Source: an optimization exercise on an open RTL-to-GDS flow (aim: small area and a short achievable clock period). Production flows keep margins and buffers that such runs may drop. Only simulation tests tie the RTL to the original design; equivalence was not proved. Power is estimated from default activity; no workload was simulated.

== alpha ==
## chess_movegen_top
module chess_movegen_top (
    input  logic       clk,
    input  logic       rst_n,
    input  logic [7:0] addr,
    input  logic [7:0] data_in,
    output logic [7:0] data_out
);
For scale: roughly 340 flip-flops, roughly 26 I/O pins.
Settings: LEC_CHECK=0, ABC_AREA=1, CAP_MARGIN=10, CORE_MARGIN=2, CORE_UTILIZATION=55, PLACE_DENSITY=0.66, SLEW_MARGIN=10; clock period 80.0 ns.
standard.sh (not shown) runs the stock make flow with config.mk's settings and CLKGATE_MAP_FILE= SYNTH_SCRIPT=/design/flow/synth_recipe.tcl, a recipe that flattens the netlist after the stock synthesis.
==> flow/flow/run.sh <==
#!/bin/bash
# Standard ORFS layout (the standard.sh) with three changes:
#  - synthesis maps the logic with an area-oriented ABC script
#    (flow/abc_area.script) in place of ORFS's; everything else in
#    synthesis, including the register mapping and naming, is unchanged
#  - the port buffers that ORFS inserts are plain buf_2 cells
#  - clock tree: clkbuf_16 buffers on clusters of at most 20 sinks,
#    without dummy balancing loads
set -euo pipefail
rm -rf scripts_own
cp -r "$FLOW_HOME/scripts" scripts_own
cp flow/abc_area.script scripts_own/abc_area.script
export BUFFER_PORTS_ARGS="-buffer_cell sky130_fd_sc_hd__buf_2"
export CTS_ARGS="-sink_clustering_enable -repair_clock_nets -sink_clustering_size 20 -sink_clustering_max_diameter 100 -buf_list sky130_fd_sc_hd__clkbuf_16 -dont_use_dummy_load"
bash standard.sh SCRIPTS_DIR="$PWD/scripts_own" finish > flow.log 2>&1
==> flow/flow/abc_area.script <==
strash
dch -f
amap
mfs2
strash
dch -f
amap
topo
dnsize -c
alpha finished every stage; the final checks, however, were not passed, the failures being max-capacitance violations, max-slew violations.
Input changes introduced in beta (baseline for comparison: alpha):
diff --git a/flow/config.mk b/flow/config.mk
--- a/flow/config.mk
+++ b/flow/config.mk
@@ -7,7 +7,7 @@
 export LEC_CHECK = 0
 export ABC_AREA = 1
-export CAP_MARGIN = 10
+export CAP_MARGIN = 20
 export CORE_MARGIN = 2
-export CORE_UTILIZATION = 55
-export PLACE_DENSITY = 0.66
-export SLEW_MARGIN = 10
+export CORE_UTILIZATION = 45
+export PLACE_DENSITY = 0.6
+export SLEW_MARGIN = 20
beta: full flow OK, the timing, DRC and antenna checks passed. alpha → beta: final net count barely changed; total power rose about 0.9%; fill cell total of the finished layout went up about 32%.

========
## run A
chess_movegen_top again, from the RTL that the note above started with.
clock: 80.0 ns
lec_check: 0
abc_area: 1
cap_margin: 20
core_margin: 2
core_utilization: 45
cts_buf_list: sky130_fd_sc_hd__clkbuf_16
cts_cluster_diameter: 100
cts_cluster_size: 20
place_density: 0.6
slew_margin: 20
==> flow/flow/run.sh <==
#!/bin/bash
# Standard ORFS layout (the standard.sh) with two changes:
#  - synthesis maps the logic with an area-oriented ABC script
#    (flow/abc_area.script) in place of ORFS's; everything else in
#    synthesis, including the register mapping and naming, is unchanged
#  - the port buffers that ORFS inserts are plain buf_2 cells
set -euo pipefail
rm -rf scripts_own
cp -r "$FLOW_HOME/scripts" scripts_own
cp flow/abc_area.script scripts_own/abc_area.script
export BUFFER_PORTS_ARGS="-buffer_cell sky130_fd_sc_hd__buf_2"
bash standard.sh SCRIPTS_DIR="$PWD/scripts_own" finish > flow.log 2>&1
Scripts as last shown in full above: flow/flow/abc_area.script
Run A: no failed stages, no open violations at the end
For run B, these inputs were changed with respect to run A:
Settings: removing CTS_CLUSTER_SIZE (formerly 20); changing SLEW_MARGIN from 20 to 10; removing CTS_BUF_LIST (formerly sky130_fd_sc_hd__clkbuf_16); removing CTS_CLUSTER_DIAMETER (formerly 100); changing CAP_MARGIN from 20 to 10.
==> flow/flow/run.sh <==
#!/bin/bash
# Standard ORFS layout (the standard.sh) with three changes:
#  - synthesis maps the logic with an area-oriented ABC script
#    (flow/abc_area.script) in place of ORFS's; everything else in
#    synthesis, including the register mapping and naming, is unchanged
#  - the port buffers that ORFS inserts are plain buf_2 cells
#  - clock tree: clkbuf_16 buffers on clusters of at most 20 sinks,
#    without dummy balancing loads
set -euo pipefail
rm -rf scripts_own
cp -r "$FLOW_HOME/scripts" scripts_own
cp flow/abc_area.script scripts_own/abc_area.script
export BUFFER_PORTS_ARGS="-buffer_cell sky130_fd_sc_hd__buf_2"
export CTS_ARGS="-sink_clustering_enable -repair_clock_nets -sink_clustering_size 20 -sink_clustering_max_diameter 100 -buf_list sky130_fd_sc_hd__clkbuf_16 -dont_use_dummy_load"
bash standard.sh SCRIPTS_DIR="$PWD/scripts_own" finish > flow.log 2>&1
==> run summary <==
- Of run B and run A, the higher area added between synthesis and finish belongs to run A.
- The share of cells above drive strength 1 reported for run B is smaller than that of run A by 0.34 points.
- Run B: relative contribution of the clock network to total power is 3.2 points lower than what run A reported.
- Fraction of cell area in non-clock buffers across run B and run A: no real change.
- Status: all-layer global routing usage parity (run A, run B)
- Compared with run A, run B shows a headroom to the max-slew limit that is 6.7 points lower.
- Going from run A to run B, routed wire length now sits at about the same level; met1 demand-to-capacity share in global routing now sits at about the same level; fraction of the cycle the final worst path needs held steady.
Here is what was changed in the inputs of run C compared with run B.
Settings: CAP_MARGIN: 10 -> 20; CTS_CLUSTER_SIZE: unset -> 20; CTS_CLUSTER_DIAMETER: unset -> 100; CORE_UTILIZATION: 45 -> 55; SLEW_MARGIN: 10 -> 20; PLACE_DENSITY: 0.6 -> 0.66; CTS_BUF_LIST: unset -> sky130_fd_sc_hd__clkbuf_16.
==> flow/flow/run.sh <==
#!/bin/bash
# Standard ORFS layout (the standard.sh) with two changes:
#  - synthesis maps the logic with an area-oriented ABC script
#    (flow/abc_area.script) in place of ORFS's; everything else in
#    synthesis, including the register mapping and naming, is unchanged
#  - the port buffers that ORFS inserts are plain buf_2 cells
set -euo pipefail
rm -rf scripts_own
cp -r "$FLOW_HOME/scripts" scripts_own
cp flow/abc_area.script scripts_own/abc_area.script
export BUFFER_PORTS_ARGS="-buffer_cell sky130_fd_sc_hd__buf_2"
bash standard.sh SCRIPTS_DIR="$PWD/scripts_own" finish > flow.log 2>&1
Having completed the whole flow, run C delivered a layout that passed the timing, DRC and antenna checks.
Utilization: run C > run B
Compared with run B, in run C fraction of area in multi-input gates higher, width of the die now sits lower.
Run C: die area lower than run B
Run C reports its end point of the critical path as data_out[7] while run B reports data_out[6].
Per the comparison of run C with run B, number of buffers and inverters on the critical path held steady; number of non-clock buffers decreased by 6.8% relative to the old numbers.
Per the comparison of run C with run B, clock network fraction of total power shows a reduction of 0.5 points; worst endpoint data arrival time shows an increase of 100 ps.
Against run B, run C comes in 0.3 points higher on part of the power in combinational logic.
Of run C and run B, it is run C that has the lower routed wirelength normalized by instance count.

## separate check: timing with driven ports
Ports are ideal in the flow. The routed layouts listed here were re-timed in OpenROAD. Step 1 assumes that a clkbuf_16 drives the clock port and a buf_2 every other input. Step 2 adds t to the input delays and takes it off the output delays; t is the mean of the earliest and latest rising clock arrival at the registers after step 1. Input paths then give back, and output paths get back, about the clock's delay inside the block. Slacks: no drivers / after step 1 / after step 2; pairs: no drivers / after step 1.
run | t, ns | setup WS [ns] | slew at the worst register clock pin (ns) | cell pins on the clock port's net
alpha | 0.648 | 62.711 / 62.694 / 62.711 | 0.10 / 0.10 | 1
beta | 0.661 | 62.860 / 62.795 / 63.217 | 0.10 / 0.10 | 1
run A | 0.673 | 62.863 / 62.798 / 63.213 | 0.10 / 0.10 | 1
run B | 0.661 | 62.859 / 62.794 / 62.931 | 0.10 / 0.10 | 1
run C | 0.667 | 62.762 / 62.694 / 62.910 | 0.10 / 0.10 | 1
